This is an optimization exercise on Yosys and OpenROAD, whose aim is small area, a short achievable clock period and few clock cycles, not a production implementation.
In this exercise RTL edits were held to simulation tests only and were not proved equivalent to the original.
Power and IR drop assume default switching activity.

==> flow/flow/run.sh <==
#!/bin/bash
# layout flow: the standard one, except that the port buffers (every input and output port still
# gets one) are the platform's smallest plain buffer instead of the delay buffer buffer_ports picks
bash standard.sh "BUFFER_PORTS_ARGS=-buffer_cell sky130_fd_sc_hd__buf_1" finish > standard.log 2>&1
==> flow/standard.sh <==
#!/bin/bash
# synth_recipe.tcl (not shown) runs the flow's synth.tcl, then flattens the netlist and writes it again
# the make line also repeats each setting of config.mk as NAME=value (left out here)
make -C /OpenROAD-flow-scripts/flow DESIGN_CONFIG=/design/flow/config.mk WORK_HOME=/design/flow/orfs CLKGATE_MAP_FILE= SYNTH_SCRIPT=/design/flow/synth_recipe.tcl "${@:-finish}"
==> flow/config.mk <==
export PLATFORM = sky130hd
export DESIGN_NAME = modular_exponentiation
export DESIGN_NICKNAME = modular_exponentiation
export VERILOG_FILES = /design/flow/design.v
export SDC_FILE = /design/flow/constraint.sdc
export NUM_CORES = 4
export LEC_CHECK = 0
export CAP_MARGIN = 20
export CORE_MARGIN = 2
export CORE_UTILIZATION = 40
export SETUP_SLACK_MARGIN = 2.8
export SLEW_MARGIN = 20
export TNS_END_PERCENT = 100
==> flow/constraint.sdc <==
create_clock -name core_clock -period 7.0 [get_ports {clk}]
set_input_delay 1.4000 -clock core_clock [delete_from_list [all_inputs] [get_ports {clk}]]
set_output_delay 1.4000 -clock core_clock [all_outputs]
set_load 0.01 [all_outputs]
==> flow/design.v <==
`timescale 1ns / 1ps
package mexp_pkg;
	localparam int unsigned FIELD_BITS = 32;
endpackage
`timescale 1ns / 1ps
module mexp_unit #(
	parameter int W = 32
) (
	input  logic         bit_i,
	input  logic [W-1:0] r_i,
	input  logic [W-1:0] a_i,
	input  logic [W-1:0] m_i,
	output logic [W-1:0] y_o
);
	localparam int X = W + 3;
	logic [X-1:0] r2, p, nm1, nm2;
	logic [X-1:0] s1, c1, s2, c2;
	logic [X-1:0] t, x1, x2;
	assign r2  = {2'b00, r_i, 1'b0};
	assign p   = bit_i ? {3'b000, a_i} : '0;
	assign nm1 = ~{3'b000, m_i};
	assign nm2 = ~{2'b00, m_i, 1'b0};
	assign s1 = r2 ^ p ^ nm1;
	assign c1 = {((r2[X-2:0] & p[X-2:0]) | (r2[X-2:0] & nm1[X-2:0]) | (p[X-2:0] & nm1[X-2:0])), 1'b1};
	assign s2 = r2 ^ p ^ nm2;
	assign c2 = {((r2[X-2:0] & p[X-2:0]) | (r2[X-2:0] & nm2[X-2:0]) | (p[X-2:0] & nm2[X-2:0])), 1'b1};
	mexp_add u_t  (.a(r2), .b(p),  .ci(1'b0), .y(t));
	mexp_add u_x1 (.a(s1), .b(c1), .ci(1'b0), .y(x1));
	mexp_add u_x2 (.a(s2), .b(c2), .ci(1'b0), .y(x2));
	always_comb begin
		if (!x2[X-1]) begin
			y_o = x2[W-1:0];
		end else if (!x1[X-1]) begin
			y_o = x1[W-1:0];
		end else begin
			y_o = t[W-1:0];
		end
	end
endmodule
module mexp_add (
	input  logic [34:0] a,
	input  logic [34:0] b,
	input  logic        ci,
	output logic [34:0] y
);
	logic [34:0] p, g0;
	assign p = a ^ b;
	assign g0 = {a[34:1] & b[34:1], (a[0] & b[0]) | (ci & (a[0] | b[0]))};
	logic g1_1;
	assign g1_1 = g0[1] | (p[1] & g0[0]);
	logic g1_3;
	assign g1_3 = g0[3] | (p[3] & g0[2]);
	logic p1_3;
	assign p1_3 = p[3] & p[2];
	logic g1_5;
	assign g1_5 = g0[5] | (p[5] & g0[4]);
	logic p1_5;
	assign p1_5 = p[5] & p[4];
	logic g1_7;
	assign g1_7 = g0[7] | (p[7] & g0[6]);
	logic p1_7;
	assign p1_7 = p[7] & p[6];
	logic g1_9;
	assign g1_9 = g0[9] | (p[9] & g0[8]);
	logic p1_9;
	assign p1_9 = p[9] & p[8];
	logic g1_11;
	assign g1_11 = g0[11] | (p[11] & g0[10]);
	logic p1_11;
	assign p1_11 = p[11] & p[10];
	logic g1_13;
	assign g1_13 = g0[13] | (p[13] & g0[12]);
	logic p1_13;
	assign p1_13 = p[13] & p[12];
	logic g1_15;
	assign g1_15 = g0[15] | (p[15] & g0[14]);
	logic p1_15;
	assign p1_15 = p[15] & p[14];
	logic g1_17;
	assign g1_17 = g0[17] | (p[17] & g0[16]);
	logic p1_17;
	assign p1_17 = p[17] & p[16];
	logic g1_19;
	assign g1_19 = g0[19] | (p[19] & g0[18]);
	logic p1_19;
	assign p1_19 = p[19] & p[18];
	logic g1_21;
	assign g1_21 = g0[21] | (p[21] & g0[20]);
	logic p1_21;
	assign p1_21 = p[21] & p[20];
	logic g1_23;
	assign g1_23 = g0[23] | (p[23] & g0[22]);
	logic p1_23;
	assign p1_23 = p[23] & p[22];
	logic g1_25;
	assign g1_25 = g0[25] | (p[25] & g0[24]);
	logic p1_25;
	assign p1_25 = p[25] & p[24];
	logic g1_27;
	assign g1_27 = g0[27] | (p[27] & g0[26]);
	logic p1_27;
	assign p1_27 = p[27] & p[26];
	logic g1_29;
	assign g1_29 = g0[29] | (p[29] & g0[28]);
	logic p1_29;
	assign p1_29 = p[29] & p[28];
	logic g1_31;
	assign g1_31 = g0[31] | (p[31] & g0[30]);
	logic p1_31;
	assign p1_31 = p[31] & p[30];
	logic g1_33;
	assign g1_33 = g0[33] | (p[33] & g0[32]);
	logic p1_33;
	assign p1_33 = p[33] & p[32];
	logic g2_2;
	assign g2_2 = g0[2] | (p[2] & g1_1);
	logic g2_3;
	assign g2_3 = g1_3 | (p1_3 & g1_1);
	logic g2_6;
	assign g2_6 = g0[6] | (p[6] & g1_5);
	logic p2_6;
	assign p2_6 = p[6] & p1_5;
	logic g2_7;
	assign g2_7 = g1_7 | (p1_7 & g1_5);
	logic p2_7;
	assign p2_7 = p1_7 & p1_5;
	logic g2_10;
	assign g2_10 = g0[10] | (p[10] & g1_9);
	logic p2_10;
	assign p2_10 = p[10] & p1_9;
	logic g2_11;
	assign g2_11 = g1_11 | (p1_11 & g1_9);
	logic p2_11;
	assign p2_11 = p1_11 & p1_9;
	logic g2_14;
	assign g2_14 = g0[14] | (p[14] & g1_13);
	logic p2_14;
	assign p2_14 = p[14] & p1_13;
	logic g2_15;
	assign g2_15 = g1_15 | (p1_15 & g1_13);
	logic p2_15;
	assign p2_15 = p1_15 & p1_13;
	logic g2_18;
	assign g2_18 = g0[18] | (p[18] & g1_17);
	logic p2_18;
	assign p2_18 = p[18] & p1_17;
	logic g2_19;
	assign g2_19 = g1_19 | (p1_19 & g1_17);
	logic p2_19;
	assign p2_19 = p1_19 & p1_17;
	logic g2_22;
	assign g2_22 = g0[22] | (p[22] & g1_21);
	logic p2_22;
	assign p2_22 = p[22] & p1_21;
	logic g2_23;
	assign g2_23 = g1_23 | (p1_23 & g1_21);
	logic p2_23;
	assign p2_23 = p1_23 & p1_21;
	logic g2_26;
	assign g2_26 = g0[26] | (p[26] & g1_25);
	logic p2_26;
	assign p2_26 = p[26] & p1_25;
	logic g2_27;
	assign g2_27 = g1_27 | (p1_27 & g1_25);
	logic p2_27;
	assign p2_27 = p1_27 & p1_25;
	logic g2_30;
	assign g2_30 = g0[30] | (p[30] & g1_29);
	logic p2_30;
	assign p2_30 = p[30] & p1_29;
	logic g2_31;
	assign g2_31 = g1_31 | (p1_31 & g1_29);
	logic p2_31;
	assign p2_31 = p1_31 & p1_29;
	logic g2_34;
	assign g2_34 = g0[34] | (p[34] & g1_33);
	logic p2_34;
	assign p2_34 = p[34] & p1_33;
	logic g3_4;
	assign g3_4 = g0[4] | (p[4] & g2_3);
	logic g3_5;
	assign g3_5 = g1_5 | (p1_5 & g2_3);
	logic g3_6;
	assign g3_6 = g2_6 | (p2_6 & g2_3);
	logic g3_7;
	assign g3_7 = g2_7 | (p2_7 & g2_3);
	logic g3_12;
	assign g3_12 = g0[12] | (p[12] & g2_11);
	logic p3_12;
	assign p3_12 = p[12] & p2_11;
	logic g3_13;
	assign g3_13 = g1_13 | (p1_13 & g2_11);
	logic p3_13;
	assign p3_13 = p1_13 & p2_11;
	logic g3_14;
	assign g3_14 = g2_14 | (p2_14 & g2_11);
	logic p3_14;
	assign p3_14 = p2_14 & p2_11;
	logic g3_15;
	assign g3_15 = g2_15 | (p2_15 & g2_11);
	logic p3_15;
	assign p3_15 = p2_15 & p2_11;
	logic g3_20;
	assign g3_20 = g0[20] | (p[20] & g2_19);
	logic p3_20;
	assign p3_20 = p[20] & p2_19;
	logic g3_21;
	assign g3_21 = g1_21 | (p1_21 & g2_19);
	logic p3_21;
	assign p3_21 = p1_21 & p2_19;
	logic g3_22;
	assign g3_22 = g2_22 | (p2_22 & g2_19);
	logic p3_22;
	assign p3_22 = p2_22 & p2_19;
	logic g3_23;
	assign g3_23 = g2_23 | (p2_23 & g2_19);
	logic p3_23;
	assign p3_23 = p2_23 & p2_19;
	logic g3_28;
	assign g3_28 = g0[28] | (p[28] & g2_27);
	logic p3_28;
	assign p3_28 = p[28] & p2_27;
	logic g3_29;
	assign g3_29 = g1_29 | (p1_29 & g2_27);
	logic p3_29;
	assign p3_29 = p1_29 & p2_27;
	logic g3_30;
	assign g3_30 = g2_30 | (p2_30 & g2_27);
	logic p3_30;
	assign p3_30 = p2_30 & p2_27;
	logic g3_31;
	assign g3_31 = g2_31 | (p2_31 & g2_27);
	logic p3_31;
	assign p3_31 = p2_31 & p2_27;
	logic g4_8;
	assign g4_8 = g0[8] | (p[8] & g3_7);
	logic g4_9;
	assign g4_9 = g1_9 | (p1_9 & g3_7);
	logic g4_10;
	assign g4_10 = g2_10 | (p2_10 & g3_7);
	logic g4_11;
	assign g4_11 = g2_11 | (p2_11 & g3_7);
	logic g4_12;
	assign g4_12 = g3_12 | (p3_12 & g3_7);
	logic g4_13;
	assign g4_13 = g3_13 | (p3_13 & g3_7);
	logic g4_14;
	assign g4_14 = g3_14 | (p3_14 & g3_7);
	logic g4_15;
	assign g4_15 = g3_15 | (p3_15 & g3_7);
	logic g4_24;
	assign g4_24 = g0[24] | (p[24] & g3_23);
	logic p4_24;
	assign p4_24 = p[24] & p3_23;
	logic g4_25;
	assign g4_25 = g1_25 | (p1_25 & g3_23);
	logic p4_25;
	assign p4_25 = p1_25 & p3_23;
	logic g4_26;
	assign g4_26 = g2_26 | (p2_26 & g3_23);
	logic p4_26;
	assign p4_26 = p2_26 & p3_23;
	logic g4_27;
	assign g4_27 = g2_27 | (p2_27 & g3_23);
	logic p4_27;
	assign p4_27 = p2_27 & p3_23;
	logic g4_28;
	assign g4_28 = g3_28 | (p3_28 & g3_23);
	logic p4_28;
	assign p4_28 = p3_28 & p3_23;
	logic g4_29;
	assign g4_29 = g3_29 | (p3_29 & g3_23);
	logic p4_29;
	assign p4_29 = p3_29 & p3_23;
	logic g4_30;
	assign g4_30 = g3_30 | (p3_30 & g3_23);
	logic p4_30;
	assign p4_30 = p3_30 & p3_23;
	logic g4_31;
	assign g4_31 = g3_31 | (p3_31 & g3_23);
	logic p4_31;
	assign p4_31 = p3_31 & p3_23;
	logic g5_16;
	assign g5_16 = g0[16] | (p[16] & g4_15);
	logic g5_17;
	assign g5_17 = g1_17 | (p1_17 & g4_15);
	logic g5_18;
	assign g5_18 = g2_18 | (p2_18 & g4_15);
	logic g5_19;
	assign g5_19 = g2_19 | (p2_19 & g4_15);
	logic g5_20;
	assign g5_20 = g3_20 | (p3_20 & g4_15);
	logic g5_21;
	assign g5_21 = g3_21 | (p3_21 & g4_15);
	logic g5_22;
	assign g5_22 = g3_22 | (p3_22 & g4_15);
	logic g5_23;
	assign g5_23 = g3_23 | (p3_23 & g4_15);
	logic g5_24;
	assign g5_24 = g4_24 | (p4_24 & g4_15);
	logic g5_25;
	assign g5_25 = g4_25 | (p4_25 & g4_15);
	logic g5_26;
	assign g5_26 = g4_26 | (p4_26 & g4_15);
	logic g5_27;
	assign g5_27 = g4_27 | (p4_27 & g4_15);
	logic g5_28;
	assign g5_28 = g4_28 | (p4_28 & g4_15);
	logic g5_29;
	assign g5_29 = g4_29 | (p4_29 & g4_15);
	logic g5_30;
	assign g5_30 = g4_30 | (p4_30 & g4_15);
	logic g5_31;
	assign g5_31 = g4_31 | (p4_31 & g4_15);
	logic g6_32;
	assign g6_32 = g0[32] | (p[32] & g5_31);
	logic g6_33;
	assign g6_33 = g1_33 | (p1_33 & g5_31);
	logic g6_34;
	assign g6_34 = g2_34 | (p2_34 & g5_31);
	assign y[0] = p[0] ^ ci;
	assign y[1] = p[1] ^ g0[0];
	assign y[2] = p[2] ^ g1_1;
	assign y[3] = p[3] ^ g2_2;
	assign y[4] = p[4] ^ g2_3;
	assign y[5] = p[5] ^ g3_4;
	assign y[6] = p[6] ^ g3_5;
	assign y[7] = p[7] ^ g3_6;
	assign y[8] = p[8] ^ g3_7;
	assign y[9] = p[9] ^ g4_8;
	assign y[10] = p[10] ^ g4_9;
	assign y[11] = p[11] ^ g4_10;
	assign y[12] = p[12] ^ g4_11;
	assign y[13] = p[13] ^ g4_12;
	assign y[14] = p[14] ^ g4_13;
	assign y[15] = p[15] ^ g4_14;
	assign y[16] = p[16] ^ g4_15;
	assign y[17] = p[17] ^ g5_16;
	assign y[18] = p[18] ^ g5_17;
	assign y[19] = p[19] ^ g5_18;
	assign y[20] = p[20] ^ g5_19;
	assign y[21] = p[21] ^ g5_20;
	assign y[22] = p[22] ^ g5_21;
	assign y[23] = p[23] ^ g5_22;
	assign y[24] = p[24] ^ g5_23;
	assign y[25] = p[25] ^ g5_24;
	assign y[26] = p[26] ^ g5_25;
	assign y[27] = p[27] ^ g5_26;
	assign y[28] = p[28] ^ g5_27;
	assign y[29] = p[29] ^ g5_28;
	assign y[30] = p[30] ^ g5_29;
	assign y[31] = p[31] ^ g5_30;
	assign y[32] = p[32] ^ g5_31;
	assign y[33] = p[33] ^ g6_32;
	assign y[34] = p[34] ^ g6_33;
endmodule
`timescale 1ns / 1ps
module modular_exponentiation #(
	parameter int OPERAND_BITS = 32
) (
	input  logic        clk,
	input  logic        arst_n,
	input  logic        s_tvalid,
	output logic        s_tready,
	input  logic [95:0] s_tdata,
	output logic        m_tvalid,
	input  logic        m_tready,
	output logic [31:0] m_tdata,
	output logic        m_tuser
);
	localparam int W = OPERAND_BITS;
	typedef enum logic [2:0] {
		S_IDLE = 3'd0,
		S_CHK  = 3'd1,
		S_SKIP = 3'd2,
		S_RUN  = 3'd3,
		S_FRST = 3'd6,
		S_DONE = 3'd4,
		S_OUT  = 3'd5
	} seq_state_t;
	seq_state_t   state_q;
	logic [W-1:0] mod_q;
	logic [W-1:0] acc_q;
	logic [W-1:0] r_q;
	logic         bit_q;
	logic         sq_q;
	logic [4:0]   cnt_q;
	logic [4:0]   eidx_q;
	logic         err_q;
	logic [W-1:0] in_b;
	logic [W-1:0] in_e;
	logic [W-1:0] step;
	logic         ebit;
	logic         last;
	assign in_b = s_tdata[31:0];
	assign in_e = s_tdata[63:32];
	assign ebit = in_e[eidx_q];
	assign last = (cnt_q == 5'd0);
	mexp_unit #(
		.W(W)
	) u_unit (
		.bit_i(bit_q),
		.r_i  (r_q),
		.a_i  (acc_q),
		.m_i  (mod_q),
		.y_o  (step)
	);
	always_ff @(posedge clk) begin
		mod_q <= s_tdata[95:64];
	end
	always_ff @(posedge clk or negedge arst_n) begin
		if (!arst_n) begin
			state_q <= S_IDLE;
		end else begin
			unique case (state_q)
				S_IDLE: begin
					if (s_tvalid) begin
						state_q <= S_CHK;
					end
				end
				S_CHK: begin
					if (mod_q == '0 || in_e == '0) begin
						state_q <= S_DONE;
					end else begin
						state_q <= S_SKIP;
					end
				end
				S_SKIP: begin
					if (ebit) begin
						state_q <= S_FRST;
					end
				end
				S_FRST: begin
					state_q <= S_RUN;
				end
				S_RUN: begin
					if (last) begin
						if (!(sq_q && ebit) && eidx_q == 5'd0) begin
							state_q <= S_DONE;
						end else begin
							state_q <= S_FRST;
						end
					end
				end
				S_DONE: begin
					state_q <= S_OUT;
				end
				S_OUT: begin
					if (m_tready) begin
						state_q <= s_tvalid ? S_CHK : S_IDLE;
					end
				end
				default: begin
					state_q <= S_IDLE;
				end
			endcase
		end
	end
	always_ff @(posedge clk) begin
		if (state_q == S_RUN) begin
			r_q <= step;
		end else if (state_q == S_FRST && (sq_q ? acc_q[W-1] : in_b[W-1])) begin
			r_q <= acc_q;
		end else begin
			r_q <= '0;
		end
	end
	always_ff @(posedge clk) begin
		unique case (state_q)
			S_CHK: begin
				err_q  <= (mod_q == '0);
				acc_q  <= (mod_q == '0) ? W'(0) : W'(1);
				eidx_q <= 5'd31;
			end
			S_SKIP: begin
				sq_q  <= 1'b0;
				if (!ebit) begin
					eidx_q <= eidx_q - 5'd1;
				end
			end
			S_FRST: begin
				cnt_q <= 5'd30;
				bit_q <= sq_q ? acc_q[W-2] : in_b[W-2];
			end
			S_RUN: begin
				if (!last) begin
					cnt_q <= cnt_q - 5'd1;
					bit_q <= sq_q ? acc_q[cnt_q - 5'd1] : in_b[cnt_q - 5'd1];
				end else begin
					acc_q <= step;
					if (sq_q && ebit) begin
						sq_q  <= 1'b0;
					end else begin
						sq_q   <= 1'b1;
						eidx_q <= eidx_q - 5'd1;
					end
				end
			end
			default: begin
			end
		endcase
	end
	assign s_tready = (state_q == S_DONE);
	assign m_tvalid = (state_q == S_OUT);
	assign m_tdata  = acc_q;
	assign m_tuser  = err_q;
endmodule
==> impl_results.md, run 1 <==
* Status: complete, no violations
* Clock sink count at 112
* Final setup vio count at 0
* Critical-path cell list: buf_12, and2_2, fa_1, ha_1, a21o_1, a21o_1, a21o_1, a221o_1, a221oi_2, a21oi_2, a31o_4, buf_12, a311oi_4, nor3_1
* CP Launch Type: flip-flop
* Rows at 59
* Yosys warning total at 2
* Syn avg cell area at 9.41 um^2
* Clock power frac at 0.085
* Pin count of the biggest net entering global routing at 39
* DP Area at 11600 um^2
* Cell mode on critical path: a21o_1
* Combinational Power Share at 0.737
* Area growth syn-to-layout at 16.5%
* Pwr Density at 506 nW/um^2
* Library cells used by synthesis at 69
* Die area at 28100 um^2
* Worst EP required at 7.12 ns
* Final Power at 6.31 mW
* Post-route setup TNS at 0 ns
* Synth Flop Type: dfxtp_1
* Commonest cells after routing, fill and taps aside: inv_1 (148), buf_1 (134), nand2_1 (88), ha_1 (88), a21oi_1 (78)
* Post-DP HPWL at 25400 um
* 1st-pass router iterations at 5
* Clock root cell: clkbuf_16
* Achievable frequency at 239 MHz
* Initial antenna violation count at 0
* All-layer global routing usage at 0.232
* Period utilization at 0.599
* DRT Wirelength at 33000 um
* Max stage delay on crit path at 0.49 ns
* Clk buf depth at 2
* CTS Hold Bufs at 0
* Netlist Area Pre-Place at 10700 um^2
* CTS clock-pin slew for the worst setup and hold paths at 0.09 ns
* Setup CP Type: flip-flop to flip-flop
* Int Pwr at 3.15 mW
* Via count at 9014
* Register area share after synthesis at 0.253
* Worst EP arrival at 4.31 ns
* Worst relative slew slack at 0.263
* Slew @ Worst Pin at 1.10 ns
* Initial Util at 0.409
* Routed wire per std cell at 20.3 um
* Design area at 12500 um^2
* CTS HTree Levels at 3
* R2R cell count at 14
* DIE HEIGHT at 168 um
* Nets at 1547
* Peak supply drop at 0.000242 V
* Final WS setup at 2.81 ns
* Hold Crit Class: flip-flop to flip-flop
* CP max stage cell: edfxtp_1
* Post-layout util at 0.476
* CTS tree: done
* Layout cells sized above 1 at 0.117
* Final ANT Viol Nets at 0
* Number of CTS-inserted buffers at 9
* Synthesis-stage register bit count at 112
* Clock latency on the worst-skew pair at 0.38 ns
* DRT iter0 DRCs at 612
* First-pass GRT wire length at 50100 um
* Sequential share of power at 0.178
* Antenna diodes at 0
* Core area at 26200 um^2
* Post-Syn Nets at 1404
* Worst setup EP type: flip-flop
* Max-slew violations at 0
* Number of max-cap violations at 0
* Drc violations at 0
* Post-synth EDFFs at 45
* Synth Instances at 1138
* Clk_skew at 0.00899 ns
* IO Count at 135
* Global route overflow at 0
* Most common cell after layout, fill and taps aside: inv_1
* Chip width at 168 um
* Buffers added on ports at 134
* Min cycle time layout at 4.19 ns
* Pleak at 5.64 nW
* RePlAce Congestion at 0.889
* Worst Path Max Fanout at 12
* Vias in the first global route at 8829
* Via density at 5.56
* WHS Path Cells at 1
* P_sw at 3.16 mW
* Pre-CTS setup slack at 1.56 ns
* Hold Fails Final Rpt at 0
* Async S/R FF share, synth at 0.0268
* Switching share of total power at 0.500
* RSZ-0062 raised after global routing: true
[Yosys cell counts (3+ instances only)]
cell,number,area share
a21oi_1,83,0.039
mux4_2,29,0.061
xnor2_1,41,0.034
or2_2,4,0.0023
o31ai_1,5,0.0035
o21a_1,8,0.0056
nor2b_1,6,0.0035
nor2_1,63,0.022
a21o_1,63,0.044
nand3_1,12,0.0056
fa_1,72,0.13
a21oi_2,3,0.0025
nand4_1,11,0.0064
mux2i_1,9,0.0084
ha_1,94,0.11
and2_1,22,0.013
and3_1,12,0.0070
clkbuf_1,20,0.0070
or3_1,4,0.0023
o21ai_1,5,0.0023
nand3b_1,4,0.0028
inv_1,149,0.052
mux2_2,3,0.0032
nor4_1,16,0.0093
o21bai_1,5,0.0035
buf_2,10,0.0047
a22oi_1,3,0.0021
dfrtp_1,3,0.0070
xor2_1,39,0.032
a211oi_1,16,0.011
nand2b_1,8,0.0047
a21bo_2,3,0.0028
o21ai_0,36,0.017
nand2_1,91,0.032
nor3_1,15,0.0070
a31oi_1,9,0.0053
edfxtp_1,45,0.13
o22ai_1,4,0.0023
o211ai_1,14,0.0098
dfxtp_1,64,0.12
[timing repair]
| action | 4_1_cts | 5_1_grt |
|---|---|---|
| cloned | 1 | 2 |
| endpoints found under the setup margin | 64 | 64 |
| hold endpoints to repair | 0 | 0 |
| pin swaps | 4 | 13 |
| gates resized for setup | 18 | 63 |
| setup buffers | 10 | 10 |
[sequential cells by signal, summed over array words and instances, names as in the netlist]
| signal | count |
|---|---|
| sq_q | 1 |
| eidx_q | 5 |
| acc_q | 32 |
| r_q | 32 |
| mod_q | 32 |
| err_q | 1 |
| cnt_q | 5 |
| state_q | 3 |
| bit_q | 1 |
[per-layer routing]
metal  vias to the layer above  GRT usage  part of all wire
met1                      4400      0.315              0.45
met3                        48     0.0288             0.049
met2                       278      0.386              0.47
met4                         0     0.0737             0.028
li1                       4288          -                 -
met5                         -          0                 0
[worst paths after layout]
| check | slack, ns | startpoint | end |
|---|---|---|---|
| max reg2reg | 2.81 | bit_q$_DFFE_PP_ | acc_q[30]$_SDFFCE_PN0P_ |
| min | 0.54 | acc_q[23]$_SDFFCE_PN0P_ | r_q[23]$_DFF_P_ |
| max in group asynchronous | 6.01 | arst_n | state_q[1]$_DFFE_PN0P_ |
| min in group asynchronous | 0.82 | arst_n | state_q[0]$_DFFE_PN0P_ |
| max | 2.81 | bit_q$_DFFE_PP_ | acc_q[30]$_SDFFCE_PN0P_ |
| min reg2reg | 0.54 | acc_q[23]$_SDFFCE_PN0P_ | r_q[23]$_DFF_P_ |
[power groups by stage]
stage               registers, mW  logic (mW)  clock network [mW]
global route                 1.15        5.09               0.570
finish                       1.12        4.65               0.537
global placement             1.15        3.96                   0
floorplan                    1.02        3.11                   0
detailed placement           1.15        4.00                   0
CTS                          1.12        4.24               0.548
[cells by family (layout without fill, tap and decap cells)]
logic type	after synthesis	in the layout	share of synthesized area
AOI/OAI and AO/OA	282	283	0.174
buffers and inverters	182	329	0.0660
DFF	112	112	0.253
and+or+nand+nor	273	273	0.122
muxes	41	41	0.0725
xor gates and xnor gates	81	81	0.0669
adders and majority gates	167	167	0.245
[stage by stage]
stage                     cells  hold WS (ns)
after floorplan            1138         0.541
after global placement     1582         0.504
after detailed placement   1582         0.529
after CTS                  1609         0.548
after global routing       1621         0.578
final                      1621         0.541
[worst max-delay path, delay by kind of cell (launching register included)]
family / cells / cell delay [ns]
fa+ha+maj: 2 / 0.70
buf+inv: 2 / 0.35
flops: 1 / 0.49
compound gates: 8 / 2.07
simple gates: 2 / 0.31
[layout make-up]
| class | instances | area (um^2) |
|---|---|---|
| sequential | 112 | 2710 |
| fill | 2490 | 13700 |
| inverter | 149 | 559 |
| clock inverter | 7 | 62.6 |
| clock buffer | 9 | 225 |
| timing repair buffer | 164 | 835 |
| tap | 335 | 419 |
| multi-input combinational | 845 | 7670 |
Testbench counts, summed over its fixed seeds: cycles 282,571.
==> run 2, diff against run 1 <==
--- a/flow/config.mk
+++ b/flow/config.mk
@@ -10,3 +10,3 @@
 export CORE_UTILIZATION = 40
-export SETUP_SLACK_MARGIN = 2.8
+export SETUP_SLACK_MARGIN = 2.9
 export SLEW_MARGIN = 20
==> run 2 against run 1 <==
Effect of this change:
- sequential cell count stayed put
- still clean on timing, DRC and antenna
- synthesized cell count is the same
- worst hold slack better by 0.0039 ns
- die area did not move
- global-route usage up 0.066 points
- utilization grew 2.0 points
- clock-buffer cell count did not move
==> impl_results.md, run 2 <==
* Status: complete, no violations (unchanged)
* Via density at 5.57 (was 5.56)
* Clock power frac at 0.080 (was 0.085)
* Reg area at 2710 um^2 (unchanged)
* CTS clock-pin slew for the worst setup and hold paths at 0.09 ns (about the same)
* CP max stage cell: fa_2 (was edfxtp_1)
* Via count at 9124 (was 9014)
* Post-DP HPWL at 25400 um (unchanged)
* Final Power at 6.76 mW (was 6.31 mW)
* Largest cells by area after synthesis: fa_1 (13%), edfxtp_1 (13%), dfxtp_1 (12%) (unchanged)
* Peak supply drop at 0.000209 V (was 0.000242 V)
* Synthesis-stage register bit count at 112 (unchanged)
* RR Startpoint: bit_q$_DFFE_PP_ (unchanged)
* Max stage delay on crit path at 0.50 ns (was 0.49 ns)
* Buffers added on ports at 134 (unchanged)
* P_sw at 3.34 mW (was 3.16 mW)
* Area growth syn-to-layout at 21.4% (was 16.5%)
* Leading area contributor after synthesis: fa_1 (unchanged)
* Post-Synth XOR/XNOR Area at 0.0669 (unchanged)
* IO Count at 135 (unchanged)
* Filler Cells Inserted at 2433 (was 2490)
* Rows at 59 (unchanged)
* Reg2reg end: acc_q[1]$_SDFFCE_PN0P_ (was acc_q[30]$_SDFFCE_PN0P_)
* CTS tree: done (unchanged)
* Multi-input gate area at 7980 um^2 (was 7670 um^2)
* Placed insts at 1582 (unchanged)
* Final std cells w/o fill at 1638 (was 1621)
* Syn avg cell area at 9.41 um^2 (unchanged)
* Slew @ Worst Pin at 1.11 ns (was 1.10 ns)
* Async S/R FF share, synth at 0.0268 (unchanged)
* Register area share after synthesis at 0.253 (unchanged)
* Worst Path Max Fanout at 7 (was 12)
* Antenna diodes at 0 (unchanged)
* Hold_sp: acc_q[23]$_SDFFCE_PN0P_ (unchanged)
* Worst EP required at 7.12 ns (about the same)
* Clock latency on the worst-skew pair at 0.38 ns (about the same)
* Top flop regs: acc_q x32, mod_q x32, r_q x32 (unchanged)
* Final setup vio count at 0 (unchanged)
* Library cells used by synthesis at 69 (unchanged)
* Mux contribution to synthesized area at 0.0725 (unchanged)
* RePlAce Congestion at 0.889 (unchanged)
* Sequential share of power at 0.166 (was 0.178)
* Adder-cell share of the synthesized area at 0.245 (unchanged)
* Worst setup EP type: flip-flop (unchanged)
* Yosys warning total at 2 (unchanged)
* CP top delay family: compound AO/OA/AOI/OAI gates (unchanged)
* WP buf/inv at 6 (was 2)
* Clock sink count at 112 (unchanged)
* Min cycle time layout at 4.24 ns (was 4.19 ns)
* DP Area at 11600 um^2 (unchanged)
* Largest family of logic cells by synthesized area: adder cells (unchanged)
* Design area at 13000 um^2 (was 12500 um^2)
* CTS HTree Levels at 3 (unchanged)
* Chip width at 168 um (unchanged)
* Final ANT Viol Nets at 0 (unchanged)
* Hold Crit Class: flip-flop to flip-flop (unchanged)
* 1st-pass router iterations at 5 (unchanged)
* Synth cell count leaders: inv_1 (149), ha_1 (94), nand2_1 (91), a21oi_1 (83), fa_1 (72) (unchanged)
* Combinational Power Share at 0.754 (was 0.737)
* Share of the synthesized area in the top cell type at 0.135 (unchanged)
* Worst relative slew slack at 0.258 (was 0.263)
* Routed wire per std cell at 20.5 um (was 20.3 um)
* Post-Syn Nets at 1404 (unchanged)
* Clk_skew at 0.00748 ns (was 0.00899 ns)
* Most common cell after layout, fill and taps aside: inv_1 (unchanged)
* Setup CP Type: flip-flop to flip-flop (unchanged)
* Period utilization at 0.605 (was 0.599)
* Initial antenna violation count at 0 (unchanged)
* Top-count cell post-synth: inv_1 (unchanged)
* R2R cell count at 18 (was 14)
* Achievable frequency at 236 MHz (was 239 MHz)
* First-pass GRT wire length at 50300 um (was 50100 um)
* Synth Area in Compound Gates at 0.174 (unchanged)
* Die area at 28100 um^2 (unchanged)
* Int Pwr at 3.42 mW (was 3.15 mW)
* Core area at 26200 um^2 (unchanged)
* Number of CTS-inserted buffers at 9 (unchanged)
* Synth Instances at 1138 (unchanged)
* Netlist Area Pre-Place at 10700 um^2 (unchanged)
* Max-slew violations at 0 (unchanged)
* Setup slack, reg-to-reg at 2.76 ns (was 2.81 ns)
* Synth Flop Type: dfxtp_1 (unchanged)
* Clk buf depth at 2 (unchanged)
* Post-route setup TNS at 0 ns (unchanged)
* Pin count of the biggest net entering global routing at 39 (unchanged)
* DIE HEIGHT at 168 um (unchanged)
* Switching share of total power at 0.495 (was 0.500)
* Number of max-cap violations at 0 (unchanged)
* Initial Util at 0.409 (unchanged)
* Commonest cells after routing, fill and taps aside: inv_1 (147), buf_1 (134), nand2_1 (87), ha_1 (81), fa_1 (69) (was inv_1 (148), buf_1 (134), nand2_1 (88), ha_1 (88), a21oi_1 (78))
* Global route overflow at 0 (unchanged)
* Post-Synth Simple-Gate Area at 0.122 (unchanged)
* DRT iter0 DRCs at 656 (was 612)
* Vias in the first global route at 8837 (was 8829)
* Clock root cell: clkbuf_16 (unchanged)
* Crit path from: bit_q$_DFFE_PP_ (unchanged)
* Nets at 1564 (was 1547)
* Drc violations at 0 (unchanged)
* All-layer global routing usage at 0.232 (about the same)
* Pwr Density at 519 nW/um^2 (was 506 nW/um^2)
* Worst EP arrival at 4.36 ns (was 4.31 ns)
* RSZ-0062 raised after global routing: true (unchanged)
* Layout cells sized above 1 at 0.159 (was 0.117)
* Post-synth EDFFs at 45 (unchanged)
* Critical-path cell list: buf_6, clkbuf_16, and2_4, fa_2, ha_4, nand4_1, buf_4, inv_1, a211oi_2, a2111oi_4, a221oi_2, a21oi_2, a31oi_4, buf_6, clkbuf_16, nand3_1, o311a_1, nor2_1 (was buf_12, and2_2, fa_1, ha_1, a21o_1, a21o_1, a21o_1, a221o_1, a221oi_2, a21oi_2, a31o_4, buf_12, a311oi_4, nor3_1)
* Pleak at 5.79 nW (was 5.64 nW)
* Worst Setup EP: acc_q[1]$_SDFFCE_PN0P_ (was acc_q[30]$_SDFFCE_PN0P_)
* DRT Wirelength at 33600 um (was 33000 um)
* CP Depth at 18 (was 14)
* Hold Fails Final Rpt at 0 (unchanged)
* CP Launch Type: flip-flop (unchanged)
* WHS Path Cells at 1 (unchanged)
* CTS Hold Bufs at 0 (unchanged)
[run 2: cell counts after synthesis]
No cell type changed its count.
[run 2: cell type report]
| type | instances | share of cell area |
|---|---|---|
| inverter | 149 | 0.0432 |
| tap | 335 | 0.0322 |
| clock buffer | 9 | 0.0173 |
| sequential | 112 | 0.208 |
| multi-input combinational | 845 | 0.613 |
| clock inverter | 7 | 0.00481 |
| timing repair buffer | 181 | 0.0812 |
[run 2: logic make-up (layout without fill, tap and decap cells)]
logic type	count (synthesis)	after routing
AND/OR/NAND/NOR	273	273
adder cells (fa/ha/maj)	167	167
multiplexers	41	41
buffers and inverters	182	346
AO/OA/AOI/OAI	282	283
flip-flops	112	112
XOR/XNOR	81	81
[run 2: worst register-to-register path: cells and delay by family (launching register included)]
family	cells	cell delay [ns]
AND/OR/NAND/NOR	4	0.51
AO/OA/AOI/OAI	6	1.22
flip-flops	1	0.49
buffers and inverters	6	0.95
adder cells (fa/ha/maj)	2	0.80
[run 2: power by group through the flow]
stage          logic, mW  clock network (mW)  registers (mW)
3_5_place_dp        4.00                   0            1.15
4_1_cts             4.32               0.548            1.12
2_1_floorplan       3.11                   0            1.02
5_1_grt             5.54               0.570            1.15
6_report            5.10               0.538            1.12
3_3_place_gp        3.96                   0            1.15
[run 2: how the worst min path moves through the flow]
stage                            endpoint  slack, ns
final                     r_q[23]$_DFF_P_       0.54
after global routing      r_q[16]$_DFF_P_       0.58
after CTS                 r_q[16]$_DFF_P_       0.55
after detailed placement  r_q[23]$_DFF_P_       0.53
after global placement    r_q[16]$_DFF_P_       0.50
after floorplan           r_q[18]$_DFF_P_       0.54
[run 2: metrics by stage]
step                      setup slack, ns  hold slack, ns  utilization
after floorplan                      2.97           0.541            -
after global placement               1.71           0.504        0.442
after detailed placement             1.56           0.529        0.442
after CTS                            2.88           0.548        0.465
after global routing                 2.64           0.579        0.496
final                                2.76           0.545        0.496
[run 2: metal layers]
metal | up-vias | part of all wire | track usage | routed length, um
met2 | 289 | 0.47 | 0.390 | 15900
met3 | 58 | 0.049 | 0.0291 | 1630
met1 | 4446 | 0.45 | 0.317 | 15200
met5 | - | 0 | 0 | 0
li1 | 4331 | - | - | -
met4 | 0 | 0.028 | 0.0669 | 934
[run 2: timing repair]
action | 4_1_cts | 5_1_grt
resized for setup | 36 | 113
pin swaps | 10 | 44
cloned | 1 | 5
setup endpoints to repair | 64 | 64
setup buffers | 12 | 22
==> run 3, diff against run 2 <==
--- a/flow/config.mk
+++ b/flow/config.mk
@@ -9,4 +9,4 @@
 export CORE_MARGIN = 2
-export CORE_UTILIZATION = 40
-export SETUP_SLACK_MARGIN = 2.9
+export CORE_UTILIZATION = 45
+export SETUP_SLACK_MARGIN = 2.7
 export SLEW_MARGIN = 20
==> run 3 against run 2 <==
Effect of this change:
- still clean on timing, DRC and antenna
- cell area shrank 6.0%
- synthesized area is the same
- total power shrank 11%
- combinational power shrank 15%
- synthesized cell count is the same
- sequential power is essentially flat
==> impl_results.md, run 3 <==
* Switching share of total power at 0.495 (about the same)
* RePlAce Congestion at 0.857 (was 0.889)
* Top sig layer: met4 (unchanged)
* WP buf/inv at 2 (was 6)
* CTS clock-pin slew for the worst setup and hold paths at 0.08 ns (was 0.09 ns)
* DRT iter0 DRCs at 767 (was 656)
* Filler Cells Inserted at 2199 (was 2433)
* Post-DP HPWL at 24100 um (was 25400 um)
* Via count at 8969 (was 9124)
* Hold Fails Final Rpt at 0 (unchanged)
* CP max stage cell: edfxtp_1 (was fa_2)
* Syn avg cell area at 9.41 um^2 (unchanged)
* RSZ-0062 raised after global routing: true (unchanged)
* Final ANT Viol Nets at 0 (unchanged)
* Post-route setup TNS at 0 ns (unchanged)
* Routed wl met2 at 14600 um (was 15900 um)
* Buffers added on ports at 134 (unchanged)
* Max-slew violations at 0 (unchanged)
* Pin count of the biggest net entering global routing at 39 (unchanged)
* M1 wire length at 14200 um (was 15200 um)
* Drc violations at 0 (unchanged)
* Worst EP arrival at 4.29 ns (was 4.36 ns)
* Post-layout util at 0.522 (was 0.496)
* P_sw at 2.99 mW (was 3.34 mW)
* Sequential share of power at 0.184 (was 0.166)
* Antenna diodes at 0 (unchanged)
* Pre-CTS setup slack at 1.78 ns (was 1.56 ns)
* Chip width at 158 um (was 168 um)
* IO Count at 135 (unchanged)
* Clock latency on the worst-skew pair at 0.37 ns (was 0.38 ns)
* Period utilization at 0.599 (was 0.605)
* Synth cell count leaders: inv_1 (149), ha_1 (94), nand2_1 (91), a21oi_1 (83), fa_1 (72) (unchanged)
* Core area at 23400 um^2 (was 26200 um^2)
* Achievable frequency at 238 MHz (was 236 MHz)
* Library cells used by synthesis at 69 (unchanged)
* Most common cell after layout, fill and taps aside: inv_1 (unchanged)
* DRT Wirelength at 31300 um (was 33600 um)
* Slew @ Worst Pin at 1.15 ns (was 1.11 ns)
* Netlist Area Pre-Place at 10700 um^2 (unchanged)
* Nets at 1538 (was 1564)
* Global route overflow at 0 (unchanged)
* Vias in the first global route at 8715 (was 8837)
* Max stage delay on crit path at 0.44 ns (was 0.50 ns)
* Worst Path Max Fanout at 18 (was 7)
* CTS HTree Levels at 3 (unchanged)
* Final WS setup at 2.81 ns (was 2.76 ns)
* First-pass GRT wire length at 47400 um (was 50300 um)
* CP Launch Type: flip-flop (unchanged)
* Min cycle time layout at 4.19 ns (was 4.24 ns)
* Number of max-cap violations at 0 (unchanged)
* Status: complete, no violations (unchanged)
* CTS Hold Bufs at 0 (unchanged)
* Critical-path cell list: buf_12, and2_4, fa_1, ha_1, a21o_1, a21o_1, a21o_1, a221o_1, a221oi_4, a21oi_4, a31o_4, buf_4, a311oi_2, nor3_1 (was buf_6, clkbuf_16, and2_4, fa_2, ha_4, nand4_1, buf_4, inv_1, a211oi_2, a2111oi_4, a221oi_2, a21oi_2, a31oi_4, buf_6, clkbuf_16, nand3_1, o311a_1, nor2_1)
* Cell mode on critical path: a21o_1
* Register area share after synthesis at 0.253 (unchanged)
* Peak supply drop at 0.000153 V (was 0.000209 V)
* Combinational Power Share at 0.720 (was 0.754)
* Async S/R FF share, synth at 0.0268 (unchanged)
* Yosys warning total at 2 (unchanged)
* Final setup vio count at 0 (unchanged)
* CP top delay family: compound AO/OA/AOI/OAI gates (unchanged)
* Int Pwr at 3.05 mW (was 3.42 mW)
* Initial Util at 0.458 (was 0.409)
* Initial antenna violation count at 0 (unchanged)
* 1st-pass router iterations at 6 (was 5)
* Die area at 25100 um^2 (was 28100 um^2)
* CTS tree: done (unchanged)
* Top-count cell post-synth: inv_1 (unchanged)
* Multi-input gate area at 7530 um^2 (was 7980 um^2)
* Worst EP required at 7.10 ns (was 7.12 ns)
* Reg area at 2710 um^2 (unchanged)
* Clk buf depth at 2 (unchanged)
* Clk_skew at 0.00891 ns (was 0.00748 ns)
* Setup CP Type: flip-flop to flip-flop (unchanged)
* Layout cells sized above 1 at 0.0901 (was 0.159)
* Final Power at 6.05 mW (was 6.76 mW)
* Top flop regs: acc_q x32, mod_q x32, r_q x32 (unchanged)
* DIE HEIGHT at 158 um (was 168 um)
* Clock power frac at 0.096 (was 0.080)
* Post-synth EDFFs at 45 (unchanged)
* Share of the synthesized area in the top cell type at 0.135 (unchanged)
* Pwr Density at 495 nW/um^2 (was 519 nW/um^2)
* Synthesis-stage register bit count at 112 (unchanged)
* Leading area contributor after synthesis: fa_1 (unchanged)
* Worst setup EP type: flip-flop (unchanged)
* Rows at 56 (was 59)
* Commonest cells after routing, fill and taps aside: inv_1 (149), buf_1 (134), ha_1 (94), nand2_1 (91), a21oi_1 (81) (was inv_1 (147), buf_1 (134), nand2_1 (87), ha_1 (81), fa_1 (69))
* Worst relative slew slack at 0.232 (was 0.258)
* Area growth syn-to-layout at 14.1% (was 21.4%)
* Number of CTS-inserted buffers at 9 (unchanged)
* Met3 WL at 1840 um (was 1630 um)
* Largest cells by area after synthesis: fa_1 (13%), edfxtp_1 (13%), dfxtp_1 (12%) (unchanged)
* All-layer global routing usage at 0.251 (was 0.232)
* Post-Syn Nets at 1404 (unchanged)
* Pleak at 5.59 nW (was 5.79 nW)
* Routed wire per std cell at 19.6 um (was 20.5 um)
* Clock sink count at 112 (unchanged)
* Synth Instances at 1138 (unchanged)
* Hold Crit Class: flip-flop to flip-flop (unchanged)
* Synth Flop Type: dfxtp_1 (unchanged)
* Clock root cell: clkbuf_16 (unchanged)
* Via density at 5.62 (was 5.57)
[run 3: kinds of logic after synthesis]
group | count (synthesis) | synth area share
fa+ha+maj | 167 | 0.245
flops | 112 | 0.253
compound gates | 282 | 0.174
buf+inv | 182 | 0.0660
xor+xnor | 81 | 0.0669
simple gates | 273 | 0.122
mux | 41 | 0.0725
[run 3: timing repair]
| action | in CTS | in global routing |
|---|---|---|
| pin swaps | 4 | 10 |
| resized for setup | 15 | 29 |
| buffers inserted | 5 | 7 |
| cloned | 1 | 1 |
| hold endpoints to repair | 0 | 0 |
| setup endpoints to repair | 64 | 64 |
[run 3: path summary, 6_finish.rpt]
check | start | endpoint | slack [ns] | cells past startpoint
worst max-delay path | bit_q$_DFFE_PP_ | acc_q[30]$_SDFFCE_PN0P_ | 2.81 | 14
worst min-delay path | acc_q[23]$_SDFFCE_PN0P_ | r_q[23]$_DFF_P_ | 0.56 | 1
worst max register to register | bit_q$_DFFE_PP_ | acc_q[30]$_SDFFCE_PN0P_ | 2.81 | 14
worst min register to register | acc_q[23]$_SDFFCE_PN0P_ | r_q[23]$_DFF_P_ | 0.56 | 1
max in group asynchronous | arst_n | state_q[2]$_DFFE_PN0P_ | 6.00 | 1
min in group asynchronous | arst_n | state_q[0]$_DFFE_PN0P_ | 0.83 | 1
[run 3: power by group through the flow]
stage / clock, mW / sequential, mW / combinational (mW)
after floorplan: 0 / 1.02 / 3.11
after detailed placement: 0 / 1.13 / 4.01
after global placement: 0 / 1.13 / 3.97
after global routing: 0.616 / 1.14 / 4.80
after CTS: 0.589 / 1.11 / 4.15
final: 0.578 / 1.11 / 4.35
[run 3: per-stage QoR]
| stage | instance area, um^2 | std cells | hold WS (ns) |
|---|---|---|---|
| 2_1_floorplan | 10700 | 1138 | 0.541 |
| 3_3_place_gp | 11600 | 1566 | 0.529 |
| 3_5_place_dp | 11600 | 1566 | 0.529 |
| 4_1_cts | 12000 | 1588 | 0.562 |
| 5_1_grt | 12200 | 1596 | 0.578 |
| 6_report | 12200 | 1596 | 0.555 |
[run 3: metal layers]
layer  global-route usage  up-vias
met4               0.0639        0
met3               0.0346       43
li1                     -     4253
met1                0.343     4365
met5                    0        -
met2                0.422      308
[run 3: area by class of cell]
| class | count | area share |
|---|---|---|
| clock buffer | 12 | 0.0218 |
| clock inverter | 4 | 0.00461 |
| inverter | 149 | 0.0458 |
| multi-input combinational | 845 | 0.616 |
| sequential | 112 | 0.222 |
| tap | 319 | 0.0327 |
| timing repair buffer | 155 | 0.0577 |
==> run 4, diff against run 3 <==
--- a/flow/design.v
+++ b/flow/design.v
@@ -376,3 +376,2 @@
 		S_RUN  = 3'd3,
-		S_FRST = 3'd6,
 		S_DONE = 3'd4,
@@ -429,15 +428,8 @@
 					if (ebit) begin
-						state_q <= S_FRST;
+						state_q <= S_RUN;
 					end
 				end
-				S_FRST: begin
-					state_q <= S_RUN;
-				end
 				S_RUN: begin
-					if (last) begin
-						if (!(sq_q && ebit) && eidx_q == 5'd0) begin
-							state_q <= S_DONE;
-						end else begin
-							state_q <= S_FRST;
-						end
+					if (last && !(sq_q && ebit) && eidx_q == 5'd0) begin
+						state_q <= S_DONE;
 					end
@@ -459,6 +451,4 @@
 	always_ff @(posedge clk) begin
-		if (state_q == S_RUN) begin
+		if (state_q == S_RUN && !last) begin
 			r_q <= step;
-		end else if (state_q == S_FRST && (sq_q ? acc_q[W-1] : in_b[W-1])) begin
-			r_q <= acc_q;
 		end else begin
@@ -476,2 +466,4 @@
 				sq_q  <= 1'b0;
+				cnt_q <= 5'd31;
+				bit_q <= in_b[W-1];
 				if (!ebit) begin
@@ -480,6 +472,2 @@
 			end
-			S_FRST: begin
-				cnt_q <= 5'd30;
-				bit_q <= sq_q ? acc_q[W-2] : in_b[W-2];
-			end
 			S_RUN: begin
@@ -490,6 +478,9 @@
 					acc_q <= step;
+					cnt_q <= 5'd31;
 					if (sq_q && ebit) begin
 						sq_q  <= 1'b0;
+						bit_q <= in_b[W-1];
 					end else begin
 						sq_q   <= 1'b1;
+						bit_q  <= step[W-1];
 						eidx_q <= eidx_q - 5'd1;
--- a/flow/config.mk
+++ b/flow/config.mk
@@ -9,3 +9,3 @@
 export CORE_MARGIN = 2
-export CORE_UTILIZATION = 45
+export CORE_UTILIZATION = 40
 export SETUP_SLACK_MARGIN = 2.7
==> run 4 against run 3 <==
Effect of this change:
- still clean
- clock-buffer cell count decreased by 3
- sequential power rose by 4%
- register-to-register slack got worse by 0.12 ns
- routed wire length up 8.7%
==> impl_results.md, run 4 <==
* Setup slack, reg-to-reg at 2.68 ns (was 2.81 ns)
* Achievable frequency at 232 MHz (was 238 MHz)
* Register area share after synthesis at 0.245 (was 0.253)
* Most common cell after layout, fill and taps aside: inv_1 (unchanged)
* Pleak at 5.50 nW (was 5.59 nW)
* Peak supply drop at 0.000192 V (was 0.000153 V)
* Clock latency on the worst-skew pair at 0.37 ns (about the same)
* Leading area contributor after synthesis: fa_1 (unchanged)
* Rows at 60 (was 56)
* Pin count of the biggest net entering global routing at 32 (was 39)
* Commonest cells after routing, fill and taps aside: inv_1 (155), buf_1 (134), ha_1 (90), nor2_1 (85), fa_1 (72) (was inv_1 (149), buf_1 (134), ha_1 (94), nand2_1 (91), a21oi_1 (81))
* Status: complete, no violations (unchanged)
* 1st-pass router iterations at 5 (was 6)
* CP Launch Type: flip-flop (unchanged)
* Hold Crit Class: flip-flop to flip-flop (unchanged)
* Async S/R FF share, synth at 0.0268 (unchanged)
* Drc violations at 0 (unchanged)
* Nets at 1580 (was 1538)
* Post-synth EDFFs at 45 (unchanged)
* Worst EP arrival at 4.54 ns (was 4.29 ns)
* Via count at 9398 (was 8969)
* Period utilization at 0.617 (was 0.599)
* Via density at 5.66 (was 5.62)
* CTS Hold Bufs at 0 (unchanged)
* Antenna diodes at 0 (unchanged)
* Yosys warning total at 2 (unchanged)
* Clock power frac at 0.088 (was 0.096)
* Synthesis-stage register bit count at 112 (unchanged)
* Worst Setup EP: acc_q[30]$_SDFFCE_PN0P_ (unchanged)
* Global route overflow at 0 (unchanged)
* Final ANT Viol Nets at 0 (unchanged)
* Netlist Area Pre-Place at 11000 um^2 (was 10700 um^2)
* Area growth syn-to-layout at 14.3% (was 14.1%)
* DIE HEIGHT at 170 um (was 158 um)
* Slew @ Worst Pin at 1.11 ns (was 1.15 ns)
* Number of max-cap violations at 0 (unchanged)
* Syn avg cell area at 9.37 um^2 (was 9.41 um^2)
* Worst setup EP type: flip-flop (unchanged)
* Clock sink count at 112 (unchanged)
* Clk buf depth at 2 (unchanged)
* Post-route setup TNS at 0 ns (unchanged)
* Reg2reg end: acc_q[30]$_SDFFCE_PN0P_ (unchanged)
* Clk_skew at 0.0104 ns (was 0.00891 ns)
* Setup CP Type: flip-flop to flip-flop (unchanged)
* Worst Path Max Fanout at 18 (unchanged)
* Routed wire per std cell at 20.5 um (was 19.6 um)
* Int Pwr at 3.23 mW (was 3.05 mW)
* Initial Util at 0.409 (was 0.458)
* Hold Fails Final Rpt at 0 (unchanged)
* Buffers added on ports at 134 (unchanged)
* Top-count cell post-synth: inv_1 (unchanged)
* Synth Instances at 1179 (was 1138)
* Clock root cell: clkbuf_16 (unchanged)
* Synth cell count leaders: inv_1 (155), ha_1 (95), nor2_1 (85), fa_1 (72), nand2_1 (69) (was inv_1 (149), ha_1 (94), nand2_1 (91), a21oi_1 (83), fa_1 (72))
* CTS clock-pin slew for the worst setup and hold paths at 0.09 ns (was 0.08 ns)
* Number of CTS-inserted buffers at 9 (unchanged)
* DRT Wirelength at 34000 um (was 31300 um)
* Pre-CTS setup slack at 1.95 ns (was 1.78 ns)
* Pwr Density at 515 nW/um^2 (was 495 nW/um^2)
* Top flop regs: acc_q x32, mod_q x32, r_q x32 (unchanged)
* Max-slew violations at 0 (unchanged)
* Worst EP required at 7.23 ns (was 7.10 ns)
* Layout cells sized above 1 at 0.0971 (was 0.0901)
* Final setup vio count at 0 (unchanged)
* Largest cells by area after synthesis: fa_1 (13%), edfxtp_1 (12%), dfxtp_1 (12%) (was fa_1 (13%), edfxtp_1 (13%), dfxtp_1 (12%))
* Die area at 29000 um^2 (was 25100 um^2)
* First-pass GRT wire length at 51300 um (was 47400 um)
* Core area at 27000 um^2 (was 23400 um^2)
* P_sw at 3.28 mW (was 2.99 mW)
* RePlAce Congestion at 0.921 (was 0.857)
* Switching share of total power at 0.504 (was 0.495)
* CTS tree: done (unchanged)
* All-layer global routing usage at 0.234 (was 0.251)
* Min cycle time layout at 4.32 ns (was 4.19 ns)
* Sequential share of power at 0.177 (was 0.184)
* IO Count at 135 (unchanged)
* Combinational Power Share at 0.734 (was 0.720)
* Crit path from: bit_q$_DFFE_PP_ (unchanged)
* Initial antenna violation count at 1 (was 0)
* Worst relative slew slack at 0.261 (was 0.232)
* Vias in the first global route at 9090 (was 8715)
* Synth Flop Type: dfxtp_1 (unchanged)
* Library cells used by synthesis at 77 (was 69)
* R2R cell count at 13 (was 14)
* CTS HTree Levels at 3 (unchanged)
* Share of the synthesized area in the top cell type at 0.130 (was 0.135)
* Chip width at 170 um (was 158 um)
* Final WS setup at 2.68 ns (was 2.81 ns)
* Post-DP HPWL at 26500 um (was 24100 um)
* DRT iter0 DRCs at 613 (was 767)
* RSZ-0062 raised after global routing: true (unchanged)
* Post-Syn Nets at 1446 (was 1404)
* RR Startpoint: bit_q$_DFFE_PP_ (unchanged)
run 4: cell types whose count changed in the layout (fill, tap and decap cells not counted), sizes merged, moves of 11 or more:
cell   before  now
a21o       63   26
and2       22   34
a21oi      86   67
xor2       39   28
nor3       15   32
nand2      92   70
mux2i       9   46
nor2       63   85
run 4: power by group through the flow:
stage	Sequential (mW)	Combinational (mW)	Clock (mW)
final	1.15	4.78	0.575
after global routing	1.18	5.25	0.608
after floorplan	1.05	3.29	0
after detailed placement	1.16	4.32	0
after global placement	1.16	4.28	0
after CTS	1.15	4.48	0.584
run 4: how the worst min path moves through the flow:
| stage | from | end | slack [ns] | depth (start not counted) |
|---|---|---|---|---|
| 4_1_cts | state_q[2]$_DFFE_PN0P_ | state_q[1]$_DFFE_PN0P_ | 0.61 | 1 |
| 2_1_floorplan | state_q[2]$_DFFE_PN0P_ | state_q[1]$_DFFE_PN0P_ | 0.50 | 1 |
| 5_1_grt | state_q[2]$_DFFE_PN0P_ | state_q[1]$_DFFE_PN0P_ | 0.62 | 1 |
| 3_5_place_dp | state_q[2]$_DFFE_PN0P_ | state_q[1]$_DFFE_PN0P_ | 0.60 | 1 |
| 6_report | state_q[2]$_DFFE_PN0P_ | state_q[1]$_DFFE_PN0P_ | 0.61 | 1 |
| 3_3_place_gp | state_q[2]$_DFFE_PN0P_ | state_q[1]$_DFFE_PN0P_ | 0.58 | 1 |
run 4: final cells by class:
| cell class | count | area (um^2) |
|---|---|---|
| clock inverter | 7 | 85.1 |
| multi-input combinational | 881 | 7870 |
| sequential | 112 | 2710 |
| tap | 341 | 427 |
| fill | 2671 | 14400 |
| clock buffer | 9 | 225 |
| inverter | 155 | 582 |
| timing repair buffer | 154 | 739 |
run 4: per-stage QoR:
step	util	cells	power [mW]	cell area (um^2)	hold slack, ns
after floorplan	-	1179	4.34	11000	0.503
after global placement	0.441	1631	5.44	11900	0.582
after detailed placement	0.441	1631	5.48	11900	0.598
final	0.467	1659	6.51	12600	0.614
after global routing	0.467	1659	7.04	12600	0.618
after CTS	0.458	1655	6.22	12400	0.612
run 4: kinds of logic (layout without fill, tap and decap cells):
| logic type | after synthesis | in the layout | synth area share |
|---|---|---|---|
| adder cells (fa/ha/maj) | 167 | 167 | 0.238 |
| AO/OA/AOI/OAI | 243 | 243 | 0.151 |
| flip-flops | 112 | 112 | 0.245 |
| buffers and inverters | 186 | 325 | 0.0666 |
| AND/OR/NAND/NOR | 327 | 327 | 0.148 |
| multiplexers | 75 | 75 | 0.0957 |
| XOR/XNOR | 69 | 69 | 0.0554 |
run 4: repair_timing:
action	4_1_cts	5_1_grt
endpoints found under the setup margin	65	41
resized for setup	18	46
hold endpoints to repair	0	0
buffers inserted	7	4
pin swaps	4	5
gates cloned	1	0
run 4: layer usage:
layer / wire [um] / track usage
met2: 15300 / 0.373
met3: 2360 / 0.0421
met5: 0 / 0
met4: 948 / 0.0732
met1: 15400 / 0.322
run 4: critical path: stages, from the launching register on:
cell and delay [ns]:
edfxtp_1 0.46, bufbuf_16 0.34, and2_1 0.16, ha_1 0.31, fa_1 0.42, a211o_1 0.37, a21oi_4 0.21, o211ai_1 0.23
o211ai_2 0.39, a21oi_4 0.12, o21a_4 0.25, or4_1 0.49, a31o_1 0.25, a21oi_2 0.15
Testbench counts of run 4, summed over its fixed seeds: cycles 282,571.

==> port drivers added, routing unchanged <==
No port has a modelled driver above. Below, the same layouts with a new extraction and two added sets of constraints. Step 1 (the two cells are an assumption about what drives the block):
set clk [get_ports {clk}]
set_driving_cell -lib_cell sky130_fd_sc_hd__clkbuf_16 $clk
set_driving_cell -lib_cell sky130_fd_sc_hd__buf_2 [delete_from_list [all_inputs] $clk]
Step 2 times the ports against the registers' clock, not the clock port: input delays grow and output delays shrink by t, the midpoint of the rising clock arrivals with the driver on. Three values: ideal, step 1, step 2; two values: the first two.
run	t, ns	setup slack, ns	hold slack, ns	worst setup path at the end	worst slew at a driven data input, ns
run 1	0.419	2.810 / 2.810 / 2.810	0.541 / 0.541 / 0.541	register to register	0.05
run 2	0.423	2.765 / 2.765 / 2.765	0.545 / 0.545 / 0.545	register to register	0.05
run 3	0.407	2.806 / 2.806 / 2.806	0.555 / 0.555 / 0.555	register to register	0.08
run 4	0.416	2.682 / 2.682 / 2.682	0.614 / 0.614 / 0.614	register to register	0.05
After both steps every run listed still meets setup and hold.
